What follows belongs to an exercise in optimizing a design on an open flow for small area, a short achievable clock period and few clock cycles; a production flow would make more cautious choices. Where RTL was checked, it was by simulation tests only, not by an equivalence proof against the original. The RTL of runs 5 and 6 was laid out without a check of its function. No activity file was given, so power comes from the tool's default toggle rates.

## run.sh

```bash
#!/bin/bash
# synth_recipe.tcl (not shown) runs the flow's synth.tcl, then flattens the netlist and writes it again
# the make line also repeats each setting of config.mk as NAME=value (left out here)
make -C /OpenROAD-flow-scripts/flow DESIGN_CONFIG=/design/flow/config.mk WORK_HOME=/design/flow/orfs CLKGATE_MAP_FILE= SYNTH_SCRIPT=/design/flow/synth_recipe.tcl finish
```

## config.mk

```make
export PLATFORM = sky130hd
export DESIGN_NAME = can_rx_frame_cache_diag_latch
export DESIGN_NICKNAME = can_rx_frame_cache_diag_latch
export VERILOG_FILES = /design/flow/design.v
export SDC_FILE = /design/flow/constraint.sdc
export NUM_CORES = 4
export LEC_CHECK = 0
export CAP_MARGIN = 20
export CORE_MARGIN = 2
export CORE_UTILIZATION = 40
export SLEW_MARGIN = 20
```

## constraint.sdc

```tcl
create_clock -name core_clock -period 3.5 [get_ports {aclk}]
set_input_delay 0.7000 -clock core_clock [delete_from_list [all_inputs] [get_ports {aclk}]]
set_output_delay 0.7000 -clock core_clock [all_outputs]
set_load 0.01 [all_outputs]
```

## design.v

```verilog
package crfc_pkg;
    localparam int unsigned IdW      = 11;
    localparam int unsigned LenW     = 4;
    localparam int unsigned DataW    = 64;
    localparam int unsigned TimeW    = 32;
    localparam int unsigned PidW     = 8;
    localparam int unsigned ValW     = 16;
    localparam int unsigned NumSlots = 5;
    localparam int unsigned SlotIdxW = 3;
    localparam int unsigned CfgIdxW  = 3;
    localparam int unsigned STdataW = 152;
    localparam int unsigned MTdataW = 152;
    localparam int unsigned STuserW = 3;
    localparam logic [IdW-1:0] RstRpmId     = 11'h100;
    localparam logic [IdW-1:0] RstSpeedId   = 11'h110;
    localparam logic [IdW-1:0] RstCoolantId = 11'h120;
    localparam logic [IdW-1:0] RstGearId    = 11'h121;
    localparam logic [IdW-1:0] RstFuelId    = 11'h32F;
    localparam logic [IdW-1:0] RstDiagId    = 11'h746;
    localparam logic [7:0] SessMinByte0 = 8'h02;
    localparam logic [7:0] SessByte1    = 8'h50;
    localparam logic [7:0] SessByte2    = 8'h80;
    localparam logic [7:0] ReadByte1    = 8'h61;
    localparam logic [LenW-1:0] SessMinLen = 4'd3;
    localparam logic [LenW-1:0] ReadMinLen = 4'd5;
    localparam logic [LenW-1:0] MaxLen     = 4'd8;
    typedef enum logic [2:0] {
        MODE_FRAME     = 3'd0,
        MODE_SESS_REQ  = 3'd1,
        MODE_READ_REQ  = 3'd2,
        MODE_TAKE_SESS = 3'd3,
        MODE_TAKE_READ = 3'd4,
        MODE_GET_SLOT  = 3'd5
    } mode_t;
    typedef enum logic [CfgIdxW-1:0] {
        REG_RPM_ID     = 3'd0,
        REG_SPEED_ID   = 3'd1,
        REG_COOLANT_ID = 3'd2,
        REG_GEAR_ID    = 3'd3,
        REG_FUEL_ID    = 3'd4,
        REG_DIAG_ID    = 3'd5
    } cfg_reg_t;
    typedef enum logic {
        ST_IDLE = 1'b0,
        ST_RESP = 1'b1
    } state_t;
    typedef struct packed {
        logic                hit;
        logic [SlotIdxW-1:0] idx;
    } match_t;
    typedef struct packed {
        logic [LenW-1:0]  len;
        logic [DataW-1:0] payload;
        logic [TimeW-1:0] stamp;
    } slot_entry_t;
endpackage
module crfc_id_match (
    input  logic [crfc_pkg::NumSlots-1:0][crfc_pkg::IdW-1:0] id_list,
    input  logic [crfc_pkg::IdW-1:0]                          key,
    output crfc_pkg::match_t                                  match
);
    always_comb begin
        match.hit = 1'b0;
        match.idx = '0;
        for (int k = crfc_pkg::NumSlots - 1; k >= 0; k--) begin
            if (id_list[k] == key) begin
                match.hit = 1'b1;
                match.idx = crfc_pkg::SlotIdxW'(k);
            end
        end
    end
endmodule
module crfc_slot_mem (
    input  logic                           aclk,
    input  logic                           aresetn,
    input  logic                           wr_en,
    input  logic [crfc_pkg::SlotIdxW-1:0]  wr_idx,
    input  crfc_pkg::slot_entry_t          wr_data,
    input  logic                           rd_en,
    input  logic [crfc_pkg::SlotIdxW-1:0]  rd_idx,
    output logic                           rd_valid,
    output crfc_pkg::slot_entry_t          rd_data
);
    logic [crfc_pkg::LenW+crfc_pkg::DataW+crfc_pkg::TimeW-1:0] slot_mem [0:crfc_pkg::NumSlots-1];
    logic [crfc_pkg::NumSlots-1:0] valid_reg, valid_next;
    logic                          rd_valid_reg;
    crfc_pkg::slot_entry_t         rd_data_reg;
    always_comb begin
        valid_next = valid_reg;
        if (wr_en) begin
            valid_next[wr_idx] = 1'b1;
        end
    end
    always_ff @(posedge aclk) begin
        if (!aresetn) begin
            valid_reg <= '0;
        end else begin
            valid_reg <= valid_next;
        end
    end
    always_ff @(posedge aclk) begin
        if (wr_en) begin
            slot_mem[wr_idx] <= wr_data;
        end
        if (rd_en) begin
            rd_data_reg  <= slot_mem[rd_idx];
        end
    end
    always_ff @(posedge aclk) begin
        if (!aresetn) begin
            rd_valid_reg <= 1'b0;
        end else if (rd_en) begin
            rd_valid_reg <= valid_reg[rd_idx];
        end
    end
    assign rd_valid = rd_valid_reg;
    assign rd_data  = rd_valid_reg ? rd_data_reg : '0;
endmodule
module can_rx_frame_cache_diag_latch (
    input  logic                            aclk,
    input  logic                            aresetn,
    input  logic                            s_tvalid,
    output logic                            s_tready,
    input  logic [crfc_pkg::STdataW-1:0]    s_tdata,
    input  logic [crfc_pkg::STuserW-1:0]    s_tuser,
    output logic                            m_tvalid,
    input  logic                            m_tready,
    output logic [crfc_pkg::MTdataW-1:0]    m_tdata,
    input  logic                            cfg_wr_en,
    input  logic [crfc_pkg::CfgIdxW-1:0]    cfg_index,
    input  logic [crfc_pkg::IdW-1:0]        cfg_data
);
    localparam int N = crfc_pkg::NumSlots;
    logic [10:0] in_id, in_lookup;
    logic [3:0]  in_len;
    logic [63:0] in_data;
    logic [7:0]  in_pid;
    logic [31:0] in_now;
    assign in_id     = s_tdata[10:0];
    assign in_len    = s_tdata[32:29];
    assign in_data   = s_tdata[96:33];
    assign in_pid    = s_tdata[104:97];
    assign in_lookup = s_tdata[115:105];
    assign in_now    = s_tdata[147:116];
    logic [N-1:0][10:0] slot_id;
    logic [10:0]        diag_id;
    always_ff @(posedge aclk) begin
        if (!aresetn) begin
            slot_id[0] <= crfc_pkg::RstRpmId;
            slot_id[1] <= crfc_pkg::RstSpeedId;
            slot_id[2] <= crfc_pkg::RstCoolantId;
            slot_id[3] <= crfc_pkg::RstGearId;
            slot_id[4] <= crfc_pkg::RstFuelId;
            diag_id    <= crfc_pkg::RstDiagId;
        end else if (cfg_wr_en) begin
            for (int k = 0; k < N; k++)
                if (cfg_index == 3'(k)) slot_id[k] <= cfg_data;
            if (cfg_index == 3'd5) diag_id <= cfg_data;
        end
    end
    logic m_valid;
    logic accept;
    logic is_frame, is_sess_req, is_read_req, is_take_sess, is_take_read, is_get_slot;
    assign s_tready = !m_valid || m_tready;
    assign accept   = s_tvalid && s_tready;
    assign is_frame     = (s_tuser == 3'd0);
    assign is_sess_req  = (s_tuser == 3'd1);
    assign is_read_req  = (s_tuser == 3'd2);
    assign is_take_sess = (s_tuser == 3'd3);
    assign is_take_read = (s_tuser == 3'd4);
    assign is_get_slot  = (s_tuser == 3'd5);
    logic [N-1:0] rx_eq, lk_eq, rx_sel, lk_first;
    logic         rx_hit;
    always_comb begin
        for (int k = 0; k < N; k++) begin
            rx_eq[k] = (slot_id[k] == in_id);
            lk_eq[k] = (slot_id[k] == in_lookup);
        end
        for (int k = 0; k < N; k++) begin
            rx_sel[k]   = rx_eq[k];
            lk_first[k] = lk_eq[k];
            for (int j = 0; j < k; j++) begin
                if (rx_eq[j]) rx_sel[k]   = 1'b0;
                if (lk_eq[j]) lk_first[k] = 1'b0;
            end
        end
    end
    assign rx_hit = |rx_eq;
    logic [3:0]  new_len;
    logic [63:0] new_data;
    always_comb begin
        new_len = in_len[3] ? 4'd8 : in_len;
        for (int b = 0; b < 8; b++)
            new_data[8*b +: 8] = (in_len > 4'(b)) ? in_data[8*b +: 8] : 8'h00;
    end
    logic [N-1:0]       slot_valid;
    logic [3:0]         slot_len   [N];
    logic [63:0]        slot_data  [N];
    logic [31:0]        slot_time  [N];
    always_ff @(posedge aclk) begin
        if (!aresetn) begin
            slot_valid <= '0;
        end else if (accept && is_frame) begin
            slot_valid <= slot_valid | rx_sel;
        end
    end
    always_ff @(posedge aclk) begin
        for (int k = 0; k < N; k++) begin
            if (accept && is_frame && rx_sel[k]) begin
                slot_len[k]  <= new_len;
                slot_data[k] <= new_data;
                slot_time[k] <= in_now;
            end
        end
    end
    logic diag_hit, sess_reply, read_reply;
    assign diag_hit   = !rx_hit && (in_id == diag_id);
    assign sess_reply = (in_len >= 4'd3) && (|in_data[7:1])
                     && (in_data[15:8] == 8'h50) && (in_data[23:16] == 8'h80);
    assign read_reply = (in_len >= 4'd5) && (in_data[15:8] == 8'h61);
    logic        sess_flag, read_flag;
    logic [7:0]  read_pid;
    logic [15:0] read_val;
    logic [31:0] last_rx;
    logic        take_read_ok;
    assign take_read_ok = read_flag && (read_pid == in_pid);
    always_ff @(posedge aclk) begin
        if (!aresetn) begin
            sess_flag <= 1'b0;
            read_flag <= 1'b0;
            read_pid  <= '0;
            read_val  <= '0;
            last_rx   <= '0;
        end else if (accept) begin
            if (is_frame) begin
                last_rx <= in_now;
                if (diag_hit && sess_reply) begin
                    sess_flag <= 1'b1;
                end else if (diag_hit && read_reply) begin
                    read_flag <= 1'b1;
                    read_pid  <= in_data[23:16];
                    read_val  <= {in_data[31:24], in_data[39:32]};
                end
            end
            if (is_sess_req || is_take_sess) sess_flag <= 1'b0;
            if (is_read_req || (is_take_read && take_read_ok)) read_flag <= 1'b0;
        end
    end
    logic [N-1:0] res_sel;
    logic         res_val, res_ok;
    always_ff @(posedge aclk) begin
        if (accept) begin
            res_sel <= is_get_slot ? (lk_first & slot_valid) : '0;
            res_val <= is_take_read && take_read_ok;
            res_ok  <= (is_take_sess && sess_flag) || (is_take_read && take_read_ok)
                    || (is_get_slot && |(lk_first & slot_valid));
        end
    end
    always_ff @(posedge aclk) begin
        if (!aresetn) begin
            m_valid <= 1'b0;
        end else begin
            m_valid <= (accept && (is_take_sess || is_take_read || is_get_slot))
                    || (m_valid && !m_tready);
        end
    end
    logic [3:0]  o_len;
    logic [63:0] o_data;
    logic [31:0] o_time;
    always_comb begin
        o_len  = '0;
        o_data = '0;
        o_time = '0;
        for (int k = 0; k < N; k++) begin
            o_len  = o_len  | (slot_len[k]  & {4{res_sel[k]}});
            o_data = o_data | (slot_data[k] & {64{res_sel[k]}});
            o_time = o_time | (slot_time[k] & {32{res_sel[k]}});
        end
    end
    assign m_tvalid = m_valid;
    assign m_tdata  = {3'b000, last_rx, o_time, o_len, o_data,
                       read_val & {16{res_val}}, res_ok};
endmodule
```

==> results of run 1 <==
==> cell usage after synthesis, types with 2 or more instances <==
| master | instances |
|---|---|
| sky130_fd_sc_hd__and4_1 | 2 |
| sky130_fd_sc_hd__nand2b_1 | 4 |
| sky130_fd_sc_hd__a21oi_1 | 103 |
| sky130_fd_sc_hd__a22oi_1 | 100 |
| sky130_fd_sc_hd__nor4_1 | 16 |
| sky130_fd_sc_hd__and3_1 | 3 |
| sky130_fd_sc_hd__nand2_1 | 305 |
| sky130_fd_sc_hd__inv_1 | 3 |
| sky130_fd_sc_hd__nor2_1 | 18 |
| sky130_fd_sc_hd__and2_1 | 25 |
| sky130_fd_sc_hd__xnor2_1 | 49 |
| sky130_fd_sc_hd__nand3_2 | 2 |
| sky130_fd_sc_hd__nor2b_1 | 62 |
| sky130_fd_sc_hd__a222oi_1 | 100 |
| sky130_fd_sc_hd__dfxtp_1 | 130 |
| sky130_fd_sc_hd__nor3_1 | 16 |
| sky130_fd_sc_hd__buf_2 | 26 |
| sky130_fd_sc_hd__a211oi_1 | 2 |
| sky130_fd_sc_hd__buf_4 | 8 |
| sky130_fd_sc_hd__o21ai_1 | 24 |
| sky130_fd_sc_hd__nor3b_1 | 2 |
| sky130_fd_sc_hd__xor2_1 | 80 |
| sky130_fd_sc_hd__buf_6 | 7 |
| sky130_fd_sc_hd__clkbuf_1 | 84 |
| sky130_fd_sc_hd__nand4_1 | 35 |
| sky130_fd_sc_hd__o21a_1 | 6 |
| sky130_fd_sc_hd__o21ai_0 | 2 |
| sky130_fd_sc_hd__edfxtp_1 | 507 |
| sky130_fd_sc_hd__buf_1 | 6 |
| sky130_fd_sc_hd__a31oi_1 | 2 |
| sky130_fd_sc_hd__nand3_1 | 36 |
==> worst max-delay path: cells and delay by family (launching register included) <==
family | cells | cell delay (ns)
buffers and inverters | 2 | 0.93
DFF | 1 | 0.82
and+or+nand+nor | 1 | 0.10
AOI/OAI and AO/OA | 1 | 0.09
==> per-stage QoR <==
| step | hold WS (ns) | std cells |
|---|---|---|
| floorplan | 0.432 | 1786 |
| global placement | 0.443 | 2843 |
| CTS | 0.454 | 2971 |
| finish | 0.454 | 2973 |
| global route | 0.473 | 2973 |
| detailed placement | 0.449 | 2845 |
==> kinds of logic after synthesis <==
family	Yosys count	synth area share, %
AOI/OAI and AO/OA	343	10.2
xor gates and xnor gates	129	4.58
buffers and inverters	135	2.52
DFF	637	72.3
other	1	0.0152
and+or+nand+nor	539	10.5
==> power breakdown <==
part,switching [mW],leakage [nW],internal [mW]
clock,2.91,1.11,4.32
combinational,0.595,3.90,0.480
sequential,0.0356,5.63,8.20
total,3.54,10.6,13.0
==> metal layers <==
metal	vias to the layer above	wire (µm)	global-route usage, %	part of all wire [%]
met4	6	2020	8.25	2.9
met1	8113	28000	27.5	40
li1	7465	-	-	-
met2	616	34800	36.6	50
met5	-	42	0	0.060
met3	119	5050	4.24	7.2
==> worst max-delay path by stage <==
stage | startpoint | end | slack (ns) | depth (start not counted)
after detailed placement | s_tdata[8] | slot_data[1][1]$_DFFE_PP_ | -0.04 | 7
after global placement | s_tdata[8] | slot_data[4][24]$_DFFE_PP_ | -0.36 | 6
final | res_sel[0]$_SDFFCE_PP0P_ | m_tdata[48] | 0.25 | 4
after global routing | res_sel[0]$_SDFFCE_PP0P_ | m_tdata[116] | 0.08 | 4
after floorplan | s_tdata[9] | slot_data[1][0]$_DFFE_PP_ | -1.07 | 5
after CTS | res_sel[0]$_SDFFCE_PP0P_ | m_tdata[56] | 0.14 | 4
==> registers in the layout, indices dropped and copies added (netlist names), 8 cells and up <==
signal	cells
read_pid	8
last_rx	32
slot_len	20
read_val	16
slot_time	160
slot_data	320
diag_id	11
slot_id	55
==> cell type report <==
cell class | instances | area (µm²) | area share [%]
Antenna cell | 2 | 5.00 | 0.0158
Clock inverter | 33 | 335 | 1.06
Clock buffer | 93 | 1930 | 6.09
Inverter | 4 | 16.3 | 0.0513
Multi-Input combinational cell | 1014 | 6310 | 19.9
Tap cell | 790 | 988 | 3.12
Timing Repair Buffer | 400 | 4280 | 13.5
Sequential cell | 637 | 17800 | 56.3
==> summary.txt, run 1 <==
Timing
For the pin with the worst max-slew slack, the measured transition is between 0.8 and 0.9 ns. For the final routed database, the setup TNS stands at 0 ns. Setup slack on the critical path of the routed design comes to 0.251 ns. The worst max-slew margin expressed relative to the limit is roughly 40%.

The max-slew violation count is 0. Setup repair after global routing left no endpoint under its margin. Between clock sinks in the finished design, the worst skew comes to 0.0191 ns. The hold violation total from the final report is 0.

The time the worst path needs with I/O delays and setup is 3.25 ns. The final period utilization is about 93%. The upper clock frequency limit is 308 MHz. Setup violations remaining at the end of the flow were counted as 0.

Place
The HPWL after detailed placement is 44.8 mm. Once placement finished, the instance area stood at between 20000 and 30000 µm². The routability congestion estimate is approximately 0.90. The worst setup slack before clock tree synthesis is -0.0439 ns.

The quantity of I/O buffers inserted on ports is 302.

Clock tree
TritonCTS created 68 clock buffers. The clock passes through at most 3 buffers. CTS built an H-tree with a depth of 3. The CTS root buffer is sky130_fd_sc_hd__clkbuf_16.

The CTS tree is done. In this run, post-CTS repair resized a total of 0 instances. The register clock-pin slew on the reported worst setup and hold paths is roughly 0.060 ns. The clock latency at the later pin of the worst-skew pair is approximately 0.60 ns. The tree built by TritonCTS fans out to 637 sinks.

The buffers inserted during post-CTS setup optimization is 0. The number of hold buffers added after cts is 0.

Worst hold path
The hold path startpoint is last_rx[21]$_SDFFE_PN0P_. The path class of the tightest hold or removal check is reg2reg. The worst hold path endpoint is last_rx[21]$_SDFFE_PN0P_. The worst hold path passes through 2 cells.

Routing
In the routed layout, each cell is associated on average with a via count of 5.49. After detailed routing, the average wire length per cell comes to 23.5 µm. The count of nets left with antenna violations once routing finished came out at 0. In this run, the number of DRC markers left after iteration 0 of detailed routing was between 1500 and 2000. After detailed routing, the total wire length is ~70 mm. The first detailed-routing pass ran for 9 iterations. The via total after detailed routing is 16300. The remaining routing DRC violations is 0.

Setup path
The required time of the critical path is 2.80 ns. The origin of the critical flop-to-flop path is slot_id[34]$_SDFFE_PN0P_. The minimum setup slack among reg-to-reg paths is roughly 1.1 ns. The worst setup path is launched from a register.

The maximum fanout encountered on the critical timing path is 25. The standard cell with the maximum stage delay on the critical path is sky130_fd_sc_hd__edfxtp_1. The critical path is of the reg2out type. The worst setup path is captured at an output pin. In this run the critical register-to-register path is captured at slot_data[3][28]$_DFFE_PP_. For the worst flop-to-flop path, the logic depth is 7. The signal on the critical path passes through buf_12, a222oi_1, nand2_1, clkdlybuf4s50_1. For this run, the slowest stage of the critical path takes slightly above 0.8 ns. The data arrival time of the worst path is between 2 and 3 ns.

Outcome
The flow ran to the end and the layout has no timing, DRC or antenna violations.

Power and ir drop
The static leakage is approximately 11 nW. The power density relative to cell area is around 520 nW/µm². Power comes to about 17 mW. IR analysis of the VDD net gives a maximum drop of around 0.29 mV.

Cells and area
The fraction of layout cells with a size suffix above 1 is under 10%. The final cell utilization of the core is 51.6%. After the last flow step, the layout net total stands at approximately 2300. The fill cell instance count of the final layout is a little over 5000. In the layout the commonest cells are 507 x sky130_fd_sc_hd__edfxtp_1, 305 x sky130_fd_sc_hd__nand2_1, 302 x sky130_fd_sc_hd__clkdlybuf4s50_1. The synthesis-to-finish area growth is 28.4%. Leaving out fill and tap cells, the most frequent cell in the layout is sky130_fd_sc_hd__edfxtp_1. Summing all non-filler instances in the final layout gives an area of between 30000 and 40000 µm².

Synth
In the synthesized netlist the dominant register cell turns out to be sky130_fd_sc_hd__edfxtp_1. The post-synthesis sequential element count is between 600 and 700. Of all flip-flops after synthesis, the portion carrying an async set or reset was 0%.

The netlist area before placement is ~25000 µm². The fraction of synthesized cell area taken by the top area cell type is a little over 60%. The biggest area contributor in the post-synthesis netlist is sky130_fd_sc_hd__edfxtp_1. The Yosys step of the flow raised 4 warnings. The share of the Yosys chip area taken by registers is roughly 72%.

After synthesis, the cell types taking the most area are sky130_fd_sc_hd__edfxtp_1 62%, sky130_fd_sc_hd__dfxtp_1 11%, sky130_fd_sc_hd__nand2_1 4.6%. Counting flops with a built-in enable in the synthesized netlist gives roughly 510. In this run the mean area of a mapped cell was around 14 µm². The number of distinct library cell variants in the gate-level netlist after synthesis is 50.

The synthesized instance count is 1784.

Floorplan
The total I/O pin count is around 330. After floorplanning, the core was divided into roughly 90 placement rows. The initial standard-cell utilization of the core is between 40% and 50%.

The die covers 63700 µm². The die is 252 µm wide. The standard cell core area is 61400 µm². The overall die height is roughly 250 µm.

Global routing
The overall track demand over capacity in global routing is 21.6%. The initial antenna violation count came to 5. The via count of the first global-routing pass is approximately 16000.

Entering global routing, the biggest net connects 67 pins. The first global-routing pass estimated 102 mm of wire. After global routing the overflow that remains totals 0.

Job
The max-cap violation count is 0.
Testbench counts, summed over its fixed seeds: cycles 12,008.
==> run 2: changes to the inputs <==
==> flow/run.sh (new file) <==
#!/bin/bash
# Standard ORFS layout, with plain buffers (instead of the default delay
# cells) on the input and output ports. Every tool's output is kept in the
# ORFS logs folder; make's own output goes to standard.log.
set -euo pipefail
export BUFFER_PORTS_ARGS="-buffer_cell sky130_fd_sc_hd__buf_1"
bash standard.sh > standard.log 2>&1
==> standard.sh (new file) <==
#!/bin/bash
# synth_recipe.tcl (not shown) runs the flow's synth.tcl, then flattens the netlist and writes it again
# the make line also repeats each setting of config.mk as NAME=value (left out here)
make -C /OpenROAD-flow-scripts/flow DESIGN_CONFIG=/design/flow/config.mk WORK_HOME=/design/flow/orfs CLKGATE_MAP_FILE= SYNTH_SCRIPT=/design/flow/synth_recipe.tcl "${@:-finish}"
removed: run.sh
==> run 2 against run 1 <==
Effect of this change:
- hold slack got worse by 0.11 ns
- synthesized cell count unchanged
- register-to-register slack got worse by 0.04 ns
- worst setup slack improved by 0.29 ns
- total power decreased by 2.7%
- clock skew decreased by 0.0024 ns
- critical endpoint is now m_tdata[36]
- sequential share of layout area increased by 5.0 points
- largest power group unchanged
- non-clock buffer count decreased by 47
- critical path type unchanged
- global-route usage decreased by 0.59 points
==> summary.txt, run 2 <==
Outcome
The run finished with no timing, DRC or antenna violations.

Routing
The wire length reported by the detailed router is between 60 and 70 mm. The pre-antenna-repair detailed-routing pass consisted of 8 iterations. The average wire length per cell after detail routing is roughly 23 µm.

For this run, design rule violations remaining after detail routing come to 0. In this run the remaining antenna-violating nets after routing total 0. Detailed routing placed a total of a little under 5 mm of wire on met3. The wire length on met1 is 28.3 mm.

The highest routing layer actually used is met5. The via total after detailed routing is ~16000. Dividing the detail-routed via count by the number of cells gives 5.52. After the first detailed-routing iteration, the DRC count stood at roughly 1700.

The routed design uses 32.7 mm of met2 wire.

Synth
The fraction of synthesized cell area taken by the top area cell type is approximately three fifths. In the post-synthesis netlist, the biggest area contributors are sky130_fd_sc_hd__edfxtp_1 62%, sky130_fd_sc_hd__dfxtp_1 11%, sky130_fd_sc_hd__nand2_1 4.6%. Synthesis produced between 1500 and 2000 cells. The post-synthesis average cell area is around 14 µm². Of all cell types, the one taking the most synthesized area is sky130_fd_sc_hd__edfxtp_1. The sequential share of the synthesized area is 72.3%. The synthesized netlist contains 50 unique library cells. The netlist area before placement is around 25000 µm². Counting instances in the post-synthesis netlist gives the leading cell types as 507 x sky130_fd_sc_hd__edfxtp_1, 305 x sky130_fd_sc_hd__nand2_1, 130 x sky130_fd_sc_hd__dfxtp_1. Synthesis inferred about 640 register bits. Yosys instantiated no cell more often than sky130_fd_sc_hd__edfxtp_1. For this run, asynchronously set or reset flops after synthesis account for 0%. The count of flip-flops with a built-in enable after synthesis is just over 500. The count of warnings emitted by yosys is 4.

The most used flip-flop cell after synthesis is sky130_fd_sc_hd__edfxtp_1.

Global routing
The via count of the first global-routing pass was between 15000 and 20000. The global-route wire length before repair is roughly 100 mm. The initial antenna violation count is 7. The pin count of the biggest net entering global routing is roughly 100. The overflow left after global routing is 0. The overall track demand over capacity in global routing is a little over a fifth.

Clock tree
The register clock-pin slew on the reported worst setup and hold paths is 0.06 ns. In this run the number of H-tree levels came out at 3. The number of hold buffers added after cts is 0.

The buffers inserted during post-CTS setup optimization is 0. The number of buffers on the longest clock path is 3. The CTS root buffer is sky130_fd_sc_hd__clkbuf_16. The CTS tree is done. The later pin in the worst-skew pair is clocked with a latency of 0.61 ns. The clock sink total is 637. The number of clock buffers added by TritonCTS is 68. The number of gates resized after CTS was 0.

Timing
The smallest clock period supported by the final layout is computed as just under 3 ns. The largest clock skew in the final design is 0.0167 ns. The final period utilization is a little over four fifths. For this run, the top clock speed supported by timing is about 340 MHz. The max-slew violation count was 0. The total negative setup slack is 0 ns.

Setup repair after global routing left no endpoint under its margin. The hold violation total from the final report is 0. For the pin with the worst max-slew slack, the measured transition is ~0.89 ns. The final number of setup-violating endpoints is 0. Measured against its own limit, the worst slew margin works out to about two fifths.

Place
The number of placed instances, taps included, is 2798. The quantity of I/O buffers inserted on ports is ~300. The post-detailed-placement cell area is around 27000 µm². The routability congestion estimate is approximately 0.94. Detailed placement finished with a half-perimeter wire length of 40.6 mm.

Floorplan
The initial standard-cell utilization of the core is roughly two fifths. The core region is slightly above 60000 µm². The floorplan step set the die width to 252 µm. The floorplan has 91 rows. The total I/O pin count is ~330.

The overall die height is approximately 250 µm. The die covers ~64000 µm².

Setup path
The element type at the critical path end is an output pin. Data arrives at the worst endpoint at roughly 2.3 ns. STA classifies the critical path startpoint as a register. The origin of the critical flop-to-flop path is slot_id[11]$_SDFFE_PN0P_. The class of the most critical setup path is reg2out.

The required time of the critical path is 2.80 ns. The maximum fanout encountered on the critical timing path is 39. The critical path starts at res_sel[1]$_SDFFCE_PP0P_.

Power and ir drop
In this run the power spent charging and discharging nets is approximately 3.6 mW. The proportion of power drawn by the clock network is 43.5%. In this run, flip-flops and latches consume between 50% and 60% of the power. The analysis attributes to cell leakage a power of between 9 and 10 nW.

Power spread over the standard cell area amounts to ~550 nW/µm². The internal portion of the total power is approximately 13 mW. Net switching is between 20% and 30% of the power. Of the total power, combinational logic draws under 10%. IR analysis of the VDD net gives a maximum drop of around 0.29 mV.

Job
Across the run, the number of max-cap violations was 0.

Cells and area
The post-route standard cell area excluding fillers is 29100 µm². The fill cell instance count of the final layout is around 5400. Excluding fillers, the count of instances in the completed layout stands at 2923. The number of flip-flops under the largest register name is 320. The library cell used most frequently in the layout, excluding fill and tap cells, is sky130_fd_sc_hd__edfxtp_1. The register with the most flip-flops is slot_data. The net count of the finished layout is ~2300. The largest registers in the layout are slot_data (320), slot_time (160), slot_id (55).

Cells with a size suffix above 1 make up between 7 and 8% of the layout. The library cells used most frequently in the layout, excluding fill and tap cells, are 507 x sky130_fd_sc_hd__edfxtp_1, 305 x sky130_fd_sc_hd__nand2_1, 302 x sky130_fd_sc_hd__buf_1. Relative to the synthesized area, the layout overhead comes to 17.9%.

Worst hold path
The startpoint identified for the worst hold timing path is s_tdata[57]. The path category of the worst min-delay check is in2reg.
run 2: cell counts after synthesis:
No cell type changed its count.
run 2: cells by family after synthesis:
family / after synthesis / share of synthesized area, %
AOI/OAI and AO/OA: 343 / 10.2
xor gates and xnor gates: 129 / 4.58
buffers and inverters: 135 / 2.52
DFF: 637 / 72.3
other: 1 / 0.0152
and+or+nand+nor: 539 / 10.5
run 2: final cells by class:
class,instances,area [µm²],area share (%)
multi-input cells,1014,6310,21.7
flip-flops and latches,637,17800,61.3
clock inverters,36,357,1.23
diodes,2,5.00,0.0172
inverters,4,16.3,0.0559
clock buffers,87,1840,6.31
well taps,790,988,3.40
repair buffers,353,1750,6.03
run 2: stage by stage:
stage                     worst slack, ns  power [mW]  hold slack [ns]  utilization (%)
after floorplan                     -1.07        8.85            0.432                -
after global placement              0.332        9.23            0.441             43.8
after detailed placement            0.317        9.25            0.446             43.8
after CTS                           0.474        16.2            0.313             47.4
after global routing                0.403        16.6            0.356             47.4
final                               0.545        16.1            0.347             47.4
run 2: routing by layer:
layer / global-route usage (%) / vias up
met5: 0 / -
met4: 8.83 / 10
met3: 4.60 / 129
met2: 34.1 / 586
met1: 27.4 / 8050
li1: - / 7361
run 2: power by group through the flow:
| stage | clock network [mW] | registers [mW] | logic, mW |
|---|---|---|---|
| detailed placement | 0 | 8.40 | 0.854 |
| CTS | 7.14 | 8.24 | 0.857 |
| floorplan | 0 | 8.39 | 0.465 |
| global placement | 0 | 8.40 | 0.838 |
| finish | 7.00 | 8.24 | 0.855 |
| global route | 7.44 | 8.24 | 0.924 |
run 2: worst max-delay path: stages, from the launching register on:
cell and delay, ns:
sky130_fd_sc_hd__edfxtp_1 0.77, sky130_fd_sc_hd__buf_12 0.33, sky130_fd_sc_hd__a22oi_1 0.14, sky130_fd_sc_hd__nand2_1 0.12, sky130_fd_sc_hd__buf_1 0.28
run 2: final timing paths:
check / to / slack, ns / cells past startpoint
setup / recovery: m_tdata[36] / 0.55 / 4
hold / removal: read_val[8]$_SDFFE_PN0P_ / 0.35 / 3
setup reg to reg: slot_data[1][20]$_DFFE_PP_ / 1.01 / 5
hold reg to reg: last_rx[11]$_SDFFE_PN0P_ / 0.45 / 2
==> run 3: changes to the inputs <==
--- a/config.mk
+++ b/config.mk
@@ -8,4 +8,7 @@
 export CAP_MARGIN = 20
 export CORE_MARGIN = 2
 export CORE_UTILIZATION = 40
+export CTS_BUF_LIST = sky130_fd_sc_hd__clkbuf_8
+export CTS_CLUSTER_SIZE = 20
+export SETUP_SLACK_MARGIN = 1.0
 export SLEW_MARGIN = 20
==> run 3 against run 2 <==
Effect of this change:
- still clean
- largest power group unchanged
- sequential share of layout area fell by 0.51 points
- register-to-register slack improved by 0.14 ns
- total power fell by 5.0%
- hold slack got worse by 0.065 ns
- clock power fell by 12%
- global-route usage rose by 0.082 points
- via count rose by 1.6%
- non-clock buffer count rose by 13
- critical endpoint is now m_tdata[30]
- critical path type unchanged
- final area rose by 0.84%
==> summary.txt, run 3 <==
Setup path
STA classifies the critical path startpoint as a register. The number of buffers and inverters on the critical path is 3. The minimum setup slack among reg-to-reg paths is 1.15 ns. The endpoint identified for the worst register-to-register timing path is slot_data[3][45]$_DFFE_PP_.

The startpoint identified for the worst register-to-register timing path is slot_id[38]$_SDFFE_PN1P_. The critical path's largest stage delay is 0.37 ns. The depth of the critical timing path with buffers and inverters included is 5. The kind of cell with the highest combined delay along the critical path is buffers and inverters.

The element type at the critical path end is an output pin. In this run the worst setup path terminates at m_tdata[30]. Data on the critical path is required at its endpoint by about 2.8 ns. The worst-case reg-to-reg path depth is 5. Of all nets on the critical path, the largest fanout is 11. The critical path goes through buf_6, bufbuf_16, a222oi_1, nand2_1, buf_4.

The class of the most critical setup path is reg2out. The standard cell with the maximum stage delay on the critical path is sky130_fd_sc_hd__edfxtp_1. The data arrival time of the worst path is between 2 and 2.5 ns. The first element of the critical path is res_sel[3]$_SDFFCE_PP0P_.

Synth
Among all cell types in the netlist, the one instantiated most often is sky130_fd_sc_hd__edfxtp_1. Counting distinct cell types in the post-synthesis netlist gives 50. The netlist area before placement is ~25000 µm².

The sequential share of the synthesized area is between 70 and 80%. Of the post-synthesis cell area, the dominant cell type holds between 60% and 70%. Ranked by total cell area, the synthesized netlist is headed by sky130_fd_sc_hd__edfxtp_1 62%, sky130_fd_sc_hd__dfxtp_1 11%, sky130_fd_sc_hd__nand2_1 4.6%. The post-synthesis average cell area is 13.8 µm². The count of warnings emitted by yosys is 4. In the synthesized netlist the dominant register cell turns out to be sky130_fd_sc_hd__edfxtp_1. The synthesized instance count is approximately 1800. In the synthesized netlist, the cells that appear most often are 507 x sky130_fd_sc_hd__edfxtp_1, 305 x sky130_fd_sc_hd__nand2_1, 130 x sky130_fd_sc_hd__dfxtp_1. After synthesis the netlist holds a flip-flop and latch count of around 640.

Summed over all instances, the cell type with the most area after synthesis is sky130_fd_sc_hd__edfxtp_1. Counting flops with a built-in enable in the synthesized netlist gives about 500. The share of flip-flops with an asynchronous set or reset after synthesis is 0%.

Clock tree
The CTS root buffer is sky130_fd_sc_hd__clkbuf_8. Clock-pin slew was measured on the worst setup and hold paths at around 0.06 ns. The clock net in this run drives a total of roughly 640 sinks. In this run the deepest clock path goes through 3 buffers. The clock latency at the later pin of the worst-skew pair is approximately 0.7 ns. The number of levels in the clock H-tree is 3. The number of buffers created by CTS is ~100.

TritonCTS built the clock tree.

Cells and area
After routing the design area is 29300 µm². The register with the most flip-flops is slot_data. For this run, the number of standard cells in the final layout without fillers is 3007. The final cell utilization of the core is about 48%. The fraction of layout cells with a size suffix above 1 is a little under an eighth. The most frequent standard cell in the layout excluding fill and tap cells is sky130_fd_sc_hd__edfxtp_1. The number of flip-flops under the largest register name is 320. The fill cell instance count of the final layout is 5459. The top cell types in the final layout, fill and taps aside, are 507 x sky130_fd_sc_hd__edfxtp_1, 305 x sky130_fd_sc_hd__nand2_1, 259 x sky130_fd_sc_hd__buf_1. The synthesis-to-finish area growth is 18.9%. For this run, the post-layout net count is 2301.

The largest registers in the layout are slot_data (320), slot_time (160), slot_id (55).

Worst hold path
The path category of the worst min-delay check is in2reg.

Floorplan
After floorplanning, the core was divided into 91 placement rows. The die width is 252 µm. For this configuration, the core starts out at a cell density of 40.2%. The standard cell core area is ~61000 µm². The overall die area is 63700 µm². The overall die height is 252 µm.

The total I/O pin count is 328.

Global routing
The initial antenna violation count is 0. Global routing finished with a remaining overflow of 0. Entering global routing, the biggest net connects just under 60 pins. The via count of the first global-routing pass is 16400. The first global-routing pass estimated 101 mm of wire. The overall track demand over capacity in global routing is a little over a fifth.

Timing
The time the worst path needs with I/O delays and setup is approximately 2.9 ns. Setup violations remaining at the end of the flow were counted as 0. The actual slew at the worst max-slew pin is between 0.9 and 1 ns. The worst pin sits at a relative slew slack of a little over a third. The hold violation total from the final report is 0.

The total negative setup slack is 0 ns. Setup repair after global routing could not meet its margin everywhere. Clock skew on the completed layout was measured at ~0.035 ns. The final critical path takes up about four fifths of the cycle. The upper clock frequency limit is 349 MHz. The max-slew violation count is 0.

Routing
The first-pass detailed-route iteration total is 7. The wire length reported by the detailed router is around 70 mm. The detail route stage leaves a number of antenna-violating nets equal to 0. In the final routed layout, each cell accounts on average for around 23 µm. The via total after detailed routing is 16400. In the routed design, unresolved DRC markers number 0. For this block, the initial DRC count from the detailed router was 1669. The average via count per standard cell is around 5.5.

Outcome
The flow ran to the end and the layout has no timing, DRC or antenna violations.

Job
The max-cap violation count is 0.

Place
Including well taps, the total number of placed cells is ~2800. The post-detailed-placement cell area is between 20000 and 30000 µm². The quantity of I/O buffers inserted on ports is between 300 and 400. The HPWL after detailed placement is around 40 mm. The routability congestion estimate is around 0.84.

Power and ir drop
The power density relative to cell area is about 520 nW/µm². The worst-case IR drop observed on VDD is roughly 0.27 mV. For this design the static power due to leakage is 9.87 nW.
run 3: cell counts after synthesis:
Identical to the previous run, type by type.
run 3: how the worst min path moves through the flow:
stage | startpoint | cells after the start | end | slack, ns
floorplan | slot_valid[3]$_SDFFE_PN0P_ | 1 | slot_valid[3]$_SDFFE_PN0P_ | 0.43
global placement | last_rx[5]$_SDFFE_PN0P_ | 2 | last_rx[5]$_SDFFE_PN0P_ | 0.44
detailed placement | last_rx[24]$_SDFFE_PN0P_ | 2 | last_rx[24]$_SDFFE_PN0P_ | 0.45
CTS | s_tdata[61] | 3 | read_val[12]$_SDFFE_PN0P_ | 0.22
global route | s_tdata[147] | 1 | slot_time[1][31]$_DFFE_PP_ | 0.27
finish | s_tdata[61] | 3 | read_val[12]$_SDFFE_PN0P_ | 0.28
run 3: metal layers:
layer,vias to the layer above,share of wire (%),track usage [%]
met1,8182,43,28.8
met3,65,7.8,4.14
met5,-,0,0
li1,7477,-,-
met2,671,48,34.6
met4,0,1.4,5.78
run 3: cells by family (layout without fill, tap and decap cells):
kind of cell,Yosys count,in the layout,share of synthesized area [%]
XOR/XNOR,129,129,4.58
other,1,5,0.0152
flip-flops,637,637,72.3
AND/OR/NAND/NOR,539,539,10.5
AO/OA/AOI/OAI,343,343,10.2
buffers and inverters,135,564,2.52
run 3: through the flow:
step	setup WS (ns)	hold WS [ns]	total power, mW
final	0.633	0.282	15.3
after global placement	0.371	0.440	9.22
after global routing	0.518	0.266	15.8
after detailed placement	0.366	0.447	9.24
after CTS	0.602	0.221	15.4
after floorplan	-0.997	0.427	8.86
run 3: where the power goes:
group	internal, mW	switching (mW)
Combinational	0.303	0.597
Clock	3.23	2.91
Sequential	8.21	0.0293
run 3: timing repair:
action | in CTS | in global routing
resized for setup | 38 | 21
gates cloned | 5 | 1
hold buffers | 0 | 0
pin swaps | 23 | 50
setup endpoints to repair | 109 | 124
buffers inserted | 7 | 0
run 3: area by class of cell:
type	count	area (µm²)	area share (%)
Sequential cell	637	17800	60.8
Multi-Input combinational cell	1014	6320	21.5
Timing Repair Buffer	366	2180	7.44
Clock buffer	111	1530	5.21
Tap cell	790	988	3.37
Clock inverter	83	464	1.58
Inverter	4	17.5	0.0597
Antenna cell	2	5.00	0.0171
run 3: tightest hold or removal path, stage by stage:
cell,delay (ns)
sky130_fd_sc_hd__buf_1,0.09
sky130_fd_sc_hd__nand4_1,0.07
sky130_fd_sc_hd__a21oi_1,0.06
==> run 4: changes to the inputs <==
--- a/config.mk
+++ b/config.mk
@@ -8,7 +8,5 @@
 export CAP_MARGIN = 20
 export CORE_MARGIN = 2
 export CORE_UTILIZATION = 40
-export CTS_BUF_LIST = sky130_fd_sc_hd__clkbuf_8
-export CTS_CLUSTER_SIZE = 20
 export SETUP_SLACK_MARGIN = 1.0
 export SLEW_MARGIN = 20
==> run 4 against run 3 <==
Effect of this change:
- sequential share of layout area is 0.39 points lower
- hold slack better by 0.080 ns
- first-iteration DRC count decreased by 3.5%
- sequential power barely moved
- wire length shrank 0.40%
- cell count fell by 2.1%
- global-route usage is 0.079 points lower
- via count down 1.0%
- non-clock buffer count is 2 higher
- area after synthesis unchanged
- still clean on timing, DRC and antenna
- register-to-register slack got worse by 0.02 ns
==> summary.txt, run 4 <==
Setup path
The type of element launching the critical path is a register. The critical path goes through buf_6, buf_12, a222oi_1, nand2_1, buf_1. Data arrives at the worst endpoint at about 2.1 ns. The required time of the critical path is approximately 2.8 ns.

The worst setup path is captured at an output pin. The capturing point of the worst reg2reg path is slot_data[3][59]$_DFFE_PP_. The standard cell with the maximum stage delay on the critical path is sky130_fd_sc_hd__a222oi_1. The origin of the critical flop-to-flop path is slot_id[38]$_SDFFE_PN1P_.

The worst-case reg-to-reg path depth is 5. The worst setup path is of the reg2out kind. The maximum fanout encountered on the critical timing path is 57.

In this run the register-to-register setup slack is 1.13 ns. The critical path's largest stage delay is slightly below 0.4 ns.

Synth
Synthesis inferred 637 register bits. The commonest cells after synthesis are 507 x sky130_fd_sc_hd__edfxtp_1, 305 x sky130_fd_sc_hd__nand2_1, 130 x sky130_fd_sc_hd__dfxtp_1. Of all flip-flops after synthesis, the portion carrying an async set or reset was 0%. After technology mapping, the gate count stands at around 1800.

The number of different library cells used by synthesis comes to 50. For this run, the register share of the synthesized area comes to ~72%. Yosys printed 4 warnings. Summed over its instances, the top area cell type makes up between 60% and 70% of the synthesized netlist area. The netlist area before placement is 24700 µm². The count of flip-flops with a built-in enable after synthesis is 507. The largest area contributor in the synthesized netlist is sky130_fd_sc_hd__edfxtp_1. The average instance in the mapped netlist occupies between 10 and 15 µm². Among all flip-flop cells after synthesis, the most frequent one is sky130_fd_sc_hd__edfxtp_1. Among all cell types in the netlist, the one instantiated most often is sky130_fd_sc_hd__edfxtp_1. Sorting the synthesized cells by area gives the leading types as sky130_fd_sc_hd__edfxtp_1 62%, sky130_fd_sc_hd__dfxtp_1 11%, sky130_fd_sc_hd__nand2_1 4.6%.

Floorplan
The floorplan step defined a die boundary enclosing 63700 µm². The total area inside the core boundary comes to 61400 µm². The total I/O pin count is ~330. After floorplanning, the core was divided into 91 placement rows. The die width is ~250 µm. The initial standard-cell utilization of the core is around two fifths. Measured along the y axis, the die boundary spans around 250 µm.

Power and ir drop
For this design the ratio of total power to cell area is 542 nW/µm². IR analysis of the VDD net gives a maximum drop of roughly 0.35 mV. The analysis attributes to cell leakage a power of just under 10 nW.

Global routing
The pin count of the biggest net entering global routing is between 50 and 60. The initial antenna violation count is 0. The met3 track demand over resource in global routing is under 10%. In the global route stage, met1 resource usage came out at approximately 29%.

The overall track demand over capacity in global routing is about a fifth. The overflow left after global routing is 0. The global-route layer with the greatest usage is met2.

The first global-routing pass estimated ~100 mm of wire. The via count of the first global-routing pass is about 16000. The met2 track utilization from global routing is 34.2%.

Routing
For this run, the detailed router's first-pass iteration total came to 9. The wire length reported by the detailed router is 68.8 mm. After detailed routing, the number of remaining DRC violations is 0.

The average via count per standard cell is roughly 5.5. The final antenna-violating net count is 0. The number of design-rule violations left by the first detailed-router iteration is roughly 1600. Dividing the detail-routed wire length by the instance count gives 23.4 µm. The via total after detailed routing is roughly 16000.

Worst hold path
The min-delay analysis places its worst path in the category in2reg. For hold timing, the worst endpoint is read_val[12]$_SDFFE_PN0P_. The hold path startpoint is s_tdata[61]. Counting instances, the worst hold path has a depth of 3.

Place
Port buffering added between 300 and 400 buffers. The post-detailed-placement cell area is ~27000 µm². The HPWL after detailed placement is 40.6 mm. The routability congestion estimate is between 0.8 and 0.9.

Cells and area
The most frequent standard cell in the layout excluding fill and tap cells is sky130_fd_sc_hd__edfxtp_1. Cells with a size suffix above 1 make up between 10% and 20% of the layout. The register with the most flip-flops is slot_data. The net count reported at finish is around 2300. For this run, the share of the core covered by cells in the final layout is between 40 and 50%. The library cells used most frequently in the layout, excluding fill and tap cells, are 507 x sky130_fd_sc_hd__edfxtp_1, 305 x sky130_fd_sc_hd__nand2_1, 254 x sky130_fd_sc_hd__buf_1. In the final layout, the registers with the most flip-flops are slot_data (320), slot_time (160), slot_id (55). The synthesis-to-finish area growth is 19.7%. The number of flip-flops under the largest register name is 320.

The finished cells cover 29500 µm².

Clock tree
The number of hold buffers added after CTS was 0. The CTS tree is done. In this run, CTS created clock tree buffers numbering ~70. The clock sink total is 637. The CTS root buffer is sky130_fd_sc_hd__clkbuf_16. Clock-pin slew was measured on the worst setup and hold paths at 0.06 ns. Clock latency on the worst-skew pair, taken at its later pin, is slightly above 0.6 ns. The clock passes through at most 3 buffers. The H-tree generated during clock tree synthesis spans 3 levels.

Timing
The max-slew violation count is 0. For this run, the top clock speed supported by timing is 364 MHz. Between clock sinks in the finished design, the worst skew comes to just over 0.02 ns. The time the worst path needs with I/O delays and setup is 2.75 ns.

The hold violation total from the final report is 0. The final number of setup-violating endpoints is 0. The worst max-slew margin expressed relative to the limit is between 30% and 40%. Setup repair after global routing could not meet its margin everywhere. For the pin with the worst max-slew slack, the measured transition is between 0.9 and 1 ns. The final period utilization is between 70% and 80%.

Job
Max-cap violations in this run came to 0.

Outcome
The flow ran to the end and the layout has no timing, DRC or antenna violations.
-- run 4: report_power, final --
part	switching (mW)	internal (mW)
Clock	2.98	3.90
Sequential	0.0304	8.20
Combinational	0.599	0.304
Total	3.61	12.4
-- run 4: metrics by stage --
step | std cells | hold WS (ns) | power [mW] | setup slack [ns] | setup TNS, ns
final | 2943 | 0.362 | 16.0 | 0.755 | 0
after global routing | 2941 | 0.372 | 16.5 | 0.637 | 0
after CTS | 2938 | 0.326 | 16.2 | 0.702 | 0
after detailed placement | 2798 | 0.447 | 9.24 | 0.366 | 0
after global placement | 2798 | 0.440 | 9.22 | 0.371 | 0
after floorplan | 1786 | 0.427 | 8.86 | -0.997 | -176.28
-- run 4: how the worst max path moves through the flow --
stage | start | end | slack (ns) | cells past startpoint
final | res_sel[3]$_SDFFCE_PP0P_ | m_tdata[94] | 0.75 | 5
after global routing | res_sel[4]$_SDFFCE_PP0P_ | m_tdata[73] | 0.64 | 5
after CTS | res_sel[4]$_SDFFCE_PP0P_ | m_tdata[35] | 0.70 | 5
after detailed placement | s_tdata[9] | sess_flag$_SDFFE_PN0P_ | 0.37 | 8
after global placement | s_tdata[9] | sess_flag$_SDFFE_PN0P_ | 0.37 | 8
after floorplan | s_tdata[8] | slot_data[3][0]$_DFFE_PP_ | -1.0 | 5
-- run 4: routing by layer --
| layer | share of wire (%) | vias to the layer above |
|---|---|---|
| met5 | 0 | - |
| met4 | 1.6 | 0 |
| met3 | 7.7 | 78 |
| met2 | 47 | 619 |
| met1 | 43 | 8136 |
| li1 | - | 7396 |
-- run 4: layout make-up --
cell class / count / area, µm²
timing repair buffer: 368 / 2190
clock inverter: 41 / 328
clock buffer: 87 / 1820
tap: 790 / 988
sequential: 637 / 17800
inverter: 4 / 17.5
multi-input combinational: 1014 / 6340
antenna: 2 / 5.00
fill: 5387 / 31800
-- run 4: critical path: cells and delay by family (launching register included) --
family          cells  cell delay, ns
simple gates        1            0.14
flops               1            0.37
compound gates      1            0.39
buf+inv             3            0.50
-- run 4: kinds of logic (layout without fill, tap and decap cells) --
logic type                count (synthesis)  count (layout)  synth area share [%]
other                                     1               5                0.0152
buffers and inverters                   135             500                  2.52
AOI/OAI and AO/OA                       343             343                  10.2
xor gates and xnor gates                129             129                  4.58
DFF                                     637             637                  72.3
and+or+nand+nor                         539             539                  10.5
-- run 4: repair_timing --
action / CTS / global route
setup buffers: 7 / 1
endpoints found under the setup margin: 100 / 226
pin swaps: 32 / 67
resized for setup: 35 / 33
gates cloned: 5 / 2
==> run 5: changes to the inputs <==
--- a/design.v
+++ b/design.v
@@ -246,11 +246,14 @@
             if (is_read_req || (is_take_read && take_read_ok)) read_flag <= 1'b0;
         end
     end
-    logic [N-1:0] res_sel;
+    logic [N-1:0] nxt_sel;
+    logic [N-1:0] sel_a, sel_b_n;
     logic         res_val, res_ok;
+    assign nxt_sel = is_get_slot ? (lk_first & slot_valid) : '0;
     always_ff @(posedge aclk) begin
         if (accept) begin
-            res_sel <= is_get_slot ? (lk_first & slot_valid) : '0;
+            sel_a   <= nxt_sel;
+            sel_b_n <= ~nxt_sel;
             res_val <= is_take_read && take_read_ok;
             res_ok  <= (is_take_sess && sess_flag) || (is_take_read && take_read_ok)
                     || (is_get_slot && |(lk_first & slot_valid));
@@ -272,9 +275,10 @@
         o_data = '0;
         o_time = '0;
         for (int k = 0; k < N; k++) begin
-            o_len  = o_len  | (slot_len[k]  & {4{res_sel[k]}});
-            o_data = o_data | (slot_data[k] & {64{res_sel[k]}});
-            o_time = o_time | (slot_time[k] & {32{res_sel[k]}});
+            o_len  = o_len  | (slot_len[k]  & {4{sel_a[k]}});
+            o_data = o_data | ({slot_data[k][63:32] & {32{~sel_b_n[k]}},
+                                slot_data[k][31:0]  & {32{sel_a[k]}}});
+            o_time = o_time | (slot_time[k] & {32{~sel_b_n[k]}});
         end
     end
     assign m_tvalid = m_valid;
--- a/config.mk
+++ b/config.mk
@@ -8,5 +8,5 @@
 export CAP_MARGIN = 20
 export CORE_MARGIN = 2
 export CORE_UTILIZATION = 40
-export SETUP_SLACK_MARGIN = 1.0
+export SETUP_SLACK_MARGIN = 1.2
 export SLEW_MARGIN = 20
==> run 5 against run 4 <==
Effect of this change:
- final area up 4.6%
- highest routed layer is now met5
- largest cell class unchanged
- still clean on timing, DRC and antenna
- critical path depth up 1
- largest power group unchanged
- hold slack worse by 0.0053 ns
- register-to-register slack better by 0.14 ns
- via count up 3.8%
==> summary.txt, run 5 <==
Clock tree
The root buffer cell chosen for the clock tree is sky130_fd_sc_hd__clkbuf_16. The CTS tree is done. No sink is reached through more buffers than the 3 on the longest clock path. The number of clock buffers added by TritonCTS is 70.

The register clock-pin slew on the reported worst setup and hold paths is roughly 0.060 ns. For the worst-skew pair, the clock arrives at the later sink with an insertion delay of around 0.6 ns. The H-tree was split into 3 levels. Clock tree synthesis found a total of ~640 sinks.

Synth
The top cell type by area accounts for 61.1% of the synthesized area. The share of synthesized area spent on multiplexers is 0%. Among all flip-flop cells after synthesis, the most frequent one is sky130_fd_sc_hd__edfxtp_1. By area the synthesized netlist is led by sky130_fd_sc_hd__edfxtp_1 61%, sky130_fd_sc_hd__dfxtp_1 10%, sky130_fd_sc_hd__a222oi_1 4.0%. The simple-gate portion of the synthesized area is 9.36%. The share of the synthesized netlist area taken by xor and xnor gates is between 4 and 5%. The main combinational cell family by area after synthesis is compound AO/OA/AOI/OAI gates.

The adder and majority gate portion of the synthesized area is 0%. The post-synthesis average cell area is 13.5 µm². The post-synthesis sequential element count is 642. The synthesized design contains roughly 510 enable-type register cells. The sequential share of the synthesized area is between 70% and 80%. The netlist area before placement is ~25000 µm². Summing the areas of all compound-gate instances in the mapped netlist gives 10.3% of the synthesized area. The count of warnings emitted by yosys is 4. The most common cell in the synthesized netlist is sky130_fd_sc_hd__edfxtp_1.

The commonest cells after synthesis are 512 x sky130_fd_sc_hd__edfxtp_1, 245 x sky130_fd_sc_hd__nand2_1, 134 x sky130_fd_sc_hd__inv_1. The synthesized instance count is 1860. The number of distinct library cell variants in the gate-level netlist after synthesis is 51.

The share of flip-flops with an asynchronous set or reset after synthesis is 0%. sky130_fd_sc_hd__edfxtp_1 takes more of the synthesized area than any other cell.

Cells and area
Leaving out fill and tap cells, the most frequent cell in the layout is sky130_fd_sc_hd__edfxtp_1. The top cell types in the final layout, fill and taps aside, are 512 x sky130_fd_sc_hd__edfxtp_1, 245 x sky130_fd_sc_hd__nand2_1, 208 x sky130_fd_sc_hd__buf_1. The number of non-filler instances in the completed layout is 3111.

The fill cell instance count of the final layout is about 5400. In the final layout, the registers with the most flip-flops are slot_data (320), slot_time (160), slot_id (55). Once layout is complete, the utilization of the core stands at about half.

The number of flip-flops under the largest register name is 320. The net count reported at finish is around 2400. The area growth from synthesis to layout is 22.8%.

The fraction of layout cells with a size suffix above 1 is 15.0%. More flip-flops sit in one register than any other, and that register is slot_data. The post-route standard cell area excluding fillers is 30900 µm².

Setup path
The capturing point of the worst reg2reg path is slot_data[4][33]$_DFFE_PP_. The class of the most critical setup path is reg2out. The data arrival time of the worst path is around 2.2 ns.

In this run the critical register-to-register path is launched from slot_id[16]$_SDFFE_PN0P_. The element type at the critical path end is an output pin. The type of element launching the critical path is a register. At the worst endpoint, the required time is approximately 2.8 ns. Along the worst path, the maximum fanout reaches 7. The worst register-to-register path has a depth of 8. The minimum setup slack among reg-to-reg paths is roughly 1.3 ns.

Floorplan
The die is 255 µm tall. The overall die area is about 65000 µm². The standard cell core area is about 62000 µm². For this configuration, the core starts out at a cell density of ~41%. The number of rows created at floorplan is between 90 and 100. The total I/O pin count is 328. The die width is roughly 250 µm.

Outcome
The run finished with no timing, DRC or antenna violations.

Global routing
The initial antenna violation count is 6. Summed over all layers, the global routing overflow is 0. The overall track demand over capacity in global routing is between 20% and 30%. For met3 alone, demand over resource in global routing was about 3.7%.

Entering global routing, the biggest net connects 40 pins. Global routing consumed, on the met1 layer, roughly 28% of the routing resources. Global routing consumed, on the met2 layer, around a third of the routing resources.

met2 is the most crowded layer. The first global-routing pass estimated about 100 mm of wire. The via count of the first global-routing pass is around 17000.

Place
Counting tap cells, the placed design contains a total of 2941 instances. The HPWL after detailed placement is 43.7 mm. The worst setup slack before clock tree synthesis is 0.378 ns.

The routability congestion estimate is roughly 0.95. After detailed placement, the total cell area comes to ~28000 µm². The quantity of I/O buffers inserted on ports is between 300 and 400.

Routing
For this run, design rule violations remaining after detail routing come to 0. Summed over all layers, the routed wires come to 70.7 mm. In the final routed layout, each cell accounts on average for around 23 µm.

After detailed routing, the number of vias per cell comes to about 5.4. For this block, the via count after detailed routing is between 15000 and 20000. After the first detailed-routing iteration, the DRC count stood at roughly 1800. The first detailed-routing pass ran for 6 iterations. The detail route stage leaves a number of antenna-violating nets equal to 0.

Timing
Static timing analysis puts the maximum clock frequency at around 340 MHz. Setup repair after global routing could not meet its margin everywhere. In this run the tightest slew margin relative to its limit is between 30 and 40%. Setup violations remaining at the end of the flow were counted as 0.

Across the routed clock network, the largest skew measured is ~0.027 ns. The total negative setup slack is 0 ns. The time the worst path needs with I/O delays and setup is 2.90 ns.

Final hold analysis gives a worst-case slack of around 0.36 ns. The max-slew violation count is 0. The worst setup slack after layout is 0.601 ns. In the finished design, the share of the clock period the worst path needs comes to between 80% and 90%. The hold violation total from the final report is 0. For the pin with the worst max-slew slack, the measured transition is between 0.9 and 1 ns.

Power and ir drop
The design draws approximately 16 mW. In this run the static leakage power is 10.8 nW. The power density relative to cell area is approximately 520 nW/µm². The worst-case IR drop observed on VDD is about 0.38 mV.

Job
Across the run, the number of max-cap violations was 0.

Worst hold path
The hold path startpoint is s_tdata[57]. The worst hold path terminates at read_val[8]$_SDFFE_PN0P_. The tightest min-delay check is of the in2reg type. The depth of the worst hold-timing path is 3.
==> run 5: changes by cell type in the layout (fill, tap and decap cells not counted), moves of 18 or more <==
cell	delta
sky130_fd_sc_hd__o221ai_1	+62
sky130_fd_sc_hd__nand2_1	-60
sky130_fd_sc_hd__buf_6	+18
sky130_fd_sc_hd__a22oi_1	-60
sky130_fd_sc_hd__buf_1	-46
sky130_fd_sc_hd__buf_2	+39
sky130_fd_sc_hd__inv_1	+131
sky130_fd_sc_hd__buf_4	+26
==> run 5: what timing repair did <==
item / CTS / global route
buffers inserted: 18 / 10
hold buffers: 0 / 0
gates cloned: 10 / 3
resized for setup: 104 / 97
pin swaps: 73 / 46
endpoints found under the setup margin: 499 / 428
==> run 5: area by class of cell <==
type                            count  area (µm²)  share of cell area, %
Sequential cell                   642       18000                   58.2
Multi-Input combinational cell    955        6290                   20.4
Timing Repair Buffer              409        2800                   9.07
Clock buffer                      101        1980                   6.42
Tap cell                          837        1050                   3.39
Inverter                          138         548                   1.77
Clock inverter                     24         219                  0.709
Timing Repair inverter              1        11.3                 0.0365
Antenna cell                        4        10.0                 0.0324
==> run 5: where the power goes <==
| part | switching (mW) | total, mW | internal, mW |
|---|---|---|---|
| clock network | 2.91 | 7.08 | 4.17 |
| registers | 0.0292 | 8.30 | 8.27 |
| logic | 0.481 | 0.734 | 0.253 |
==> run 5: per-layer routing <==
layer / vias to the layer above / routed length [µm]
li1: 7655 / -
met1: 8389 / 28800
met2: 683 / 35000
met3: 120 / 4930
met4: 4 / 1930
met5: - / 24
==> run 5: worst max-delay path by stage <==
stage,from,end,slack (ns),depth (start not counted)
2_1_floorplan,s_tdata[0],slot_data[3][0]$_DFFE_PP_,-0.99,5
3_3_place_gp,s_tdata[0],slot_time[1][19]$_DFFE_PP_,-0.01,6
3_5_place_dp,s_tdata[0],slot_time[1][29]$_DFFE_PP_,0.38,7
4_1_cts,sel_b_n[3]$_DFFE_PP_,m_tdata[105],0.60,5
5_1_grt,sel_b_n[3]$_DFFE_PP_,m_tdata[65],0.51,5
6_report,sel_b_n[3]$_DFFE_PP_,m_tdata[103],0.60,6
==> run 5: cells by family after synthesis <==
logic type | count (synthesis)
DFF | 642
and+or+nand+nor | 479
AOI/OAI and AO/OA | 343
buffers and inverters | 266
xor gates and xnor gates | 129
other | 1
==> run 5: critical path: stages (launching register included) <==
cell	delay, ns
sky130_fd_sc_hd__edfxtp_1	0.41
sky130_fd_sc_hd__bufinv_16	0.23
sky130_fd_sc_hd__buf_12	0.14
sky130_fd_sc_hd__buf_16	0.12
sky130_fd_sc_hd__a222oi_1	0.33
sky130_fd_sc_hd__o221ai_1	0.19
sky130_fd_sc_hd__buf_2	0.17
==> run 6: changes to the inputs <==
--- a/design.v
+++ b/design.v
@@ -247,16 +247,18 @@
         end
     end
     logic [N-1:0] nxt_sel;
-    logic [N-1:0] sel_a, sel_b_n;
+    logic [N-1:0] sel_q0, sel_q1, sel_q2, sel_q3;
     logic         res_val, res_ok;
     assign nxt_sel = is_get_slot ? (lk_first & slot_valid) : '0;
     always_ff @(posedge aclk) begin
+        if (accept) sel_q0 <= nxt_sel;
+        if (s_tready) sel_q1 <= s_tvalid ? nxt_sel : '0;
+        sel_q2 <= accept ? nxt_sel : (m_valid ? sel_q2 : '0);
+        sel_q3 <= accept ? nxt_sel : (m_tready ? '0 : sel_q3);
         if (accept) begin
-            sel_a   <= nxt_sel;
-            sel_b_n <= ~nxt_sel;
             res_val <= is_take_read && take_read_ok;
             res_ok  <= (is_take_sess && sess_flag) || (is_take_read && take_read_ok)
-                    || (is_get_slot && |(lk_first & slot_valid));
+                    || (|nxt_sel);
         end
     end
     always_ff @(posedge aclk) begin
@@ -267,21 +269,16 @@
                     || (m_valid && !m_tready);
         end
     end
-    logic [3:0]  o_len;
-    logic [63:0] o_data;
-    logic [31:0] o_time;
-    always_comb begin
-        o_len  = '0;
-        o_data = '0;
-        o_time = '0;
-        for (int k = 0; k < N; k++) begin
-            o_len  = o_len  | (slot_len[k]  & {4{sel_a[k]}});
-            o_data = o_data | ({slot_data[k][63:32] & {32{~sel_b_n[k]}},
-                                slot_data[k][31:0]  & {32{sel_a[k]}}});
-            o_time = o_time | (slot_time[k] & {32{~sel_b_n[k]}});
+    logic [99:0] slot_word [N];
+    logic [99:0] o_word;
+    always_comb begin
+        o_word = '0;
+        for (int k = 0; k < N; k++) begin
+            slot_word[k] = {slot_time[k], slot_len[k], slot_data[k]};
+            o_word = o_word | (slot_word[k] & {{25{sel_q3[k]}}, {25{sel_q2[k]}},
+                                               {25{sel_q1[k]}}, {25{sel_q0[k]}}});
         end
     end
     assign m_tvalid = m_valid;
-    assign m_tdata  = {3'b000, last_rx, o_time, o_len, o_data,
-                       read_val & {16{res_val}}, res_ok};
+    assign m_tdata  = {3'b000, last_rx, o_word, read_val & {16{res_val}}, res_ok};
 endmodule
--- a/config.mk
+++ b/config.mk
@@ -8,5 +8,5 @@
 export CAP_MARGIN = 20
 export CORE_MARGIN = 2
 export CORE_UTILIZATION = 40
-export SETUP_SLACK_MARGIN = 1.2
+export SETUP_SLACK_MARGIN = 1.0
 export SLEW_MARGIN = 20
==> run 6 against run 5 <==
Effect of this change:
- still clean
- maximum frequency grew 8.6%
- sequential cell count rose by 10
- sequential share of layout area increased by 1.6 points
==> summary.txt, run 6 <==
Outcome
The run finished with no timing, DRC or antenna violations.

Cells and area
Once layout is complete, the utilization of the core stands at 49.4%. The post-route netlist has about an eighth of its cells at a drive strength greater than 1. The footprint of the flip-flops and latches is ~18000 µm². The fill cell instance count of the final layout is about 5400. slot_data holds more flip-flops than any other register.

The most frequent standard cell in the layout excluding fill and tap cells is sky130_fd_sc_hd__edfxtp_1. The register with the most flip-flops in the layout has 320 of them. The net count reported at finish is between 2000 and 2500. The largest registers in the layout are slot_data (320), slot_time (160), slot_id (55).

Routing
The remaining routing DRC violations is 0. The number of design-rule violations left by the first detailed-router iteration is between 1500 and 2000. For this block, the via count after detailed routing is between 15000 and 20000. Dividing the detail-routed wire length by the instance count gives ~23 µm. Using the TritonRoute via totals, the vias-per-cell ratio works out to 5.45. The wire length reported by the detailed router is between 70 and 80 mm.

The final antenna-violating net count is 0.

Place
The quantity of I/O buffers inserted on ports is 302. The routability congestion estimate is roughly 0.94. Detailed placement finished with a half-perimeter wire length of between 40 and 50 mm. In this run, placement finished with an instance count of approximately 2900.

Setup path
Of all nets on the critical path, the largest fanout is 25. The critical path is of the reg2out type. The origin of the critical flop-to-flop path is slot_id[37]$_SDFFE_PN0P_. In this run the critical register-to-register path is captured at slot_data[3][43]$_DFFE_PP_. STA puts the critical path data required time at 2.80 ns.

Worst hold path
The depth of the worst hold-timing path is 3. The hold path startpoint is s_tdata[57]. The path category of the worst min-delay check is in2reg.

Power and ir drop
For this design the static power due to leakage is slightly above 10 nW. Dividing total power by cell area gives a power density of roughly 560 nW/µm².

Synth
Synthesis instantiated between 40 and 50 different standard cells from the library. The share of synthesized area spent on multiplexers is 0%. After synthesis, the largest family of logic cells by area is simple AND/OR/NAND/NOR gates. Sorting the synthesized cells by how often they occur yields 522 x sky130_fd_sc_hd__edfxtp_1, 306 x sky130_fd_sc_hd__nand2_1, 130 x sky130_fd_sc_hd__dfxtp_1.

Counting every instance in the synthesized netlist gives between 1500 and 2000. Of the total synthesized cell area, the portion taken by XOR and XNOR cells is about 4.5%. The post-synthesis sequential element count is between 600 and 700. The synthesized netlist occupies a cell area of ~25000 µm². The largest total area in the synthesized netlist belongs to sky130_fd_sc_hd__edfxtp_1.

Of the total synthesized cell area, the portion taken by AND, OR, NAND and NOR gates is 10.5%. The most used flip-flop cell after synthesis is sky130_fd_sc_hd__edfxtp_1. The share of synthesized area in the top cell type comes to roughly 62%. Averaged over all synthesized cells, the footprint is about 14 µm².

Yosys mapped a number of flops with a built-in enable equal to about 520. The most frequent cell after synthesis is sky130_fd_sc_hd__edfxtp_1. The Yosys step of the flow raised 5 warnings. After Yosys synthesis, full adders, half adders and majority gates account for 0% of the synthesized area.

Timing
The max-slew violation count was 0. The hold violation total from the final report was 0. At the pin with the least slew margin, the transition time is 1.01 ns. Setup repair after global routing could not meet its margin everywhere.

The final period utilization is between 70% and 80%. The smallest clock period supported by the final layout is computed as between 2 and 3 ns. The worst max-slew margin expressed relative to the limit is around a third. The final number of setup-violating endpoints is 0.

The upper clock frequency limit is around 370 MHz.

Global routing
The first global-routing pass estimated 103 mm of wire. The via count of the first global-routing pass is ~17000. The pin count of the biggest net entering global routing is 60. Global routing used 21.3% of the available tracks across all layers.

Floorplan
The standard cell core area is 61900 µm². The initialized floorplan defines 91 standard-cell rows. The overall die area is about 65000 µm². Once the floorplan was initialized, standard cells occupied between 40% and 50% of the core. The die width is between 200 and 300 µm.

Clock tree
The number of buffers created by CTS is 72. The clock latency at the later pin of the worst-skew pair is 0.61 ns. No sink is reached through more buffers than the 3 on the longest clock path. The CTS tree is done. CTS built an H-tree with a depth of 3.
-- run 6: layer usage --
metal / share of wire, % / vias to the layer above / global-route usage, %
li1: - / 7572 / -
met1: 41 / 8322 / 28.2
met2: 49 / 669 / 35.1
met3: 8.1 / 91 / 4.58
met4: 1.6 / 12 / 6.28
met5: 0.081 / - / 0
-- run 6: worst max-delay path: stages (launching register included) --
cell                       delay (ns)
sky130_fd_sc_hd__edfxtp_1        0.38
sky130_fd_sc_hd__buf_6           0.19
sky130_fd_sc_hd__a222oi_1        0.44
sky130_fd_sc_hd__nand2_1         0.17
sky130_fd_sc_hd__buf_1           0.16
-- run 6: power by group --
part           switching, mW  total, mW  internal (mW)
Clock                   3.01       7.73           4.72
Combinational          0.615      0.939          0.324
Sequential            0.0303       8.44           8.41
Total                   3.65       17.1           13.5
-- run 6: worst max-delay path by stage --
stage | from | to | slack, ns | cells after the start
2_1_floorplan | s_tdata[4] | slot_data[3][0]$_DFFE_PP_ | -0.98 | 5
3_3_place_gp | s_tdata[9] | slot_data[4][0]$_DFFE_PP_ | 0.29 | 6
3_5_place_dp | s_tdata[8] | slot_data[4][0]$_DFFE_PP_ | 0.28 | 6
4_1_cts | sel_q3[4]$_DFFE_PP_ | m_tdata[92] | 0.76 | 4
5_1_grt | sel_q3[0]$_DFFE_PP_ | m_tdata[101] | 0.73 | 5
6_report | sel_q3[4]$_DFFE_PP_ | m_tdata[92] | 0.83 | 4
-- run 6: through the flow --
step	worst slack [ns]	power [mW]	hold slack (ns)	setup TNS (ns)	cell area, µm²
after floorplan	-0.976	9.08	0.427	-179.19	25300
after global placement	0.290	9.45	0.441	0	27400
after detailed placement	0.284	9.47	0.447	0	27400
after CTS	0.760	17.3	0.324	0	30500
after global routing	0.727	17.6	0.378	0	30600
final	0.830	17.1	0.350	0	30600
-- run 6: kinds of logic after synthesis --
kind of cell           after synthesis
AO/OA/AOI/OAI                      340
XOR/XNOR                           129
buffers and inverters              143
flip-flops                         652
other                                1
AND/OR/NAND/NOR                    552
-- run 6: repair_timing --
action | in CTS | in global routing
endpoints found under the setup margin | 182 | 285
resized for setup | 96 | 23
buffers inserted | 33 | 2
pin swaps | 108 | 26
gates cloned | 4 | 0
-- run 6: cell type report --
| type | instances | area share [%] |
|---|---|---|
| diodes | 8 | 0.0655 |
| clock inverters | 27 | 0.909 |
| multi-input cells | 1024 | 20.8 |
| flip-flops and latches | 652 | 59.8 |
| well taps | 837 | 3.43 |
| clock buffers | 104 | 7.16 |
| repair buffers | 400 | 7.78 |
| inverters | 7 | 0.0900 |

Re-timed with assumed drivers on the ports (clkbuf_16 on the clock, buf_2 on other inputs), run 6 has 0.772 ns of setup slack against 0.830 ns with ideal ports, and 0.406 ns once port delays also move by the mid clock arrival of 0.655 ns.
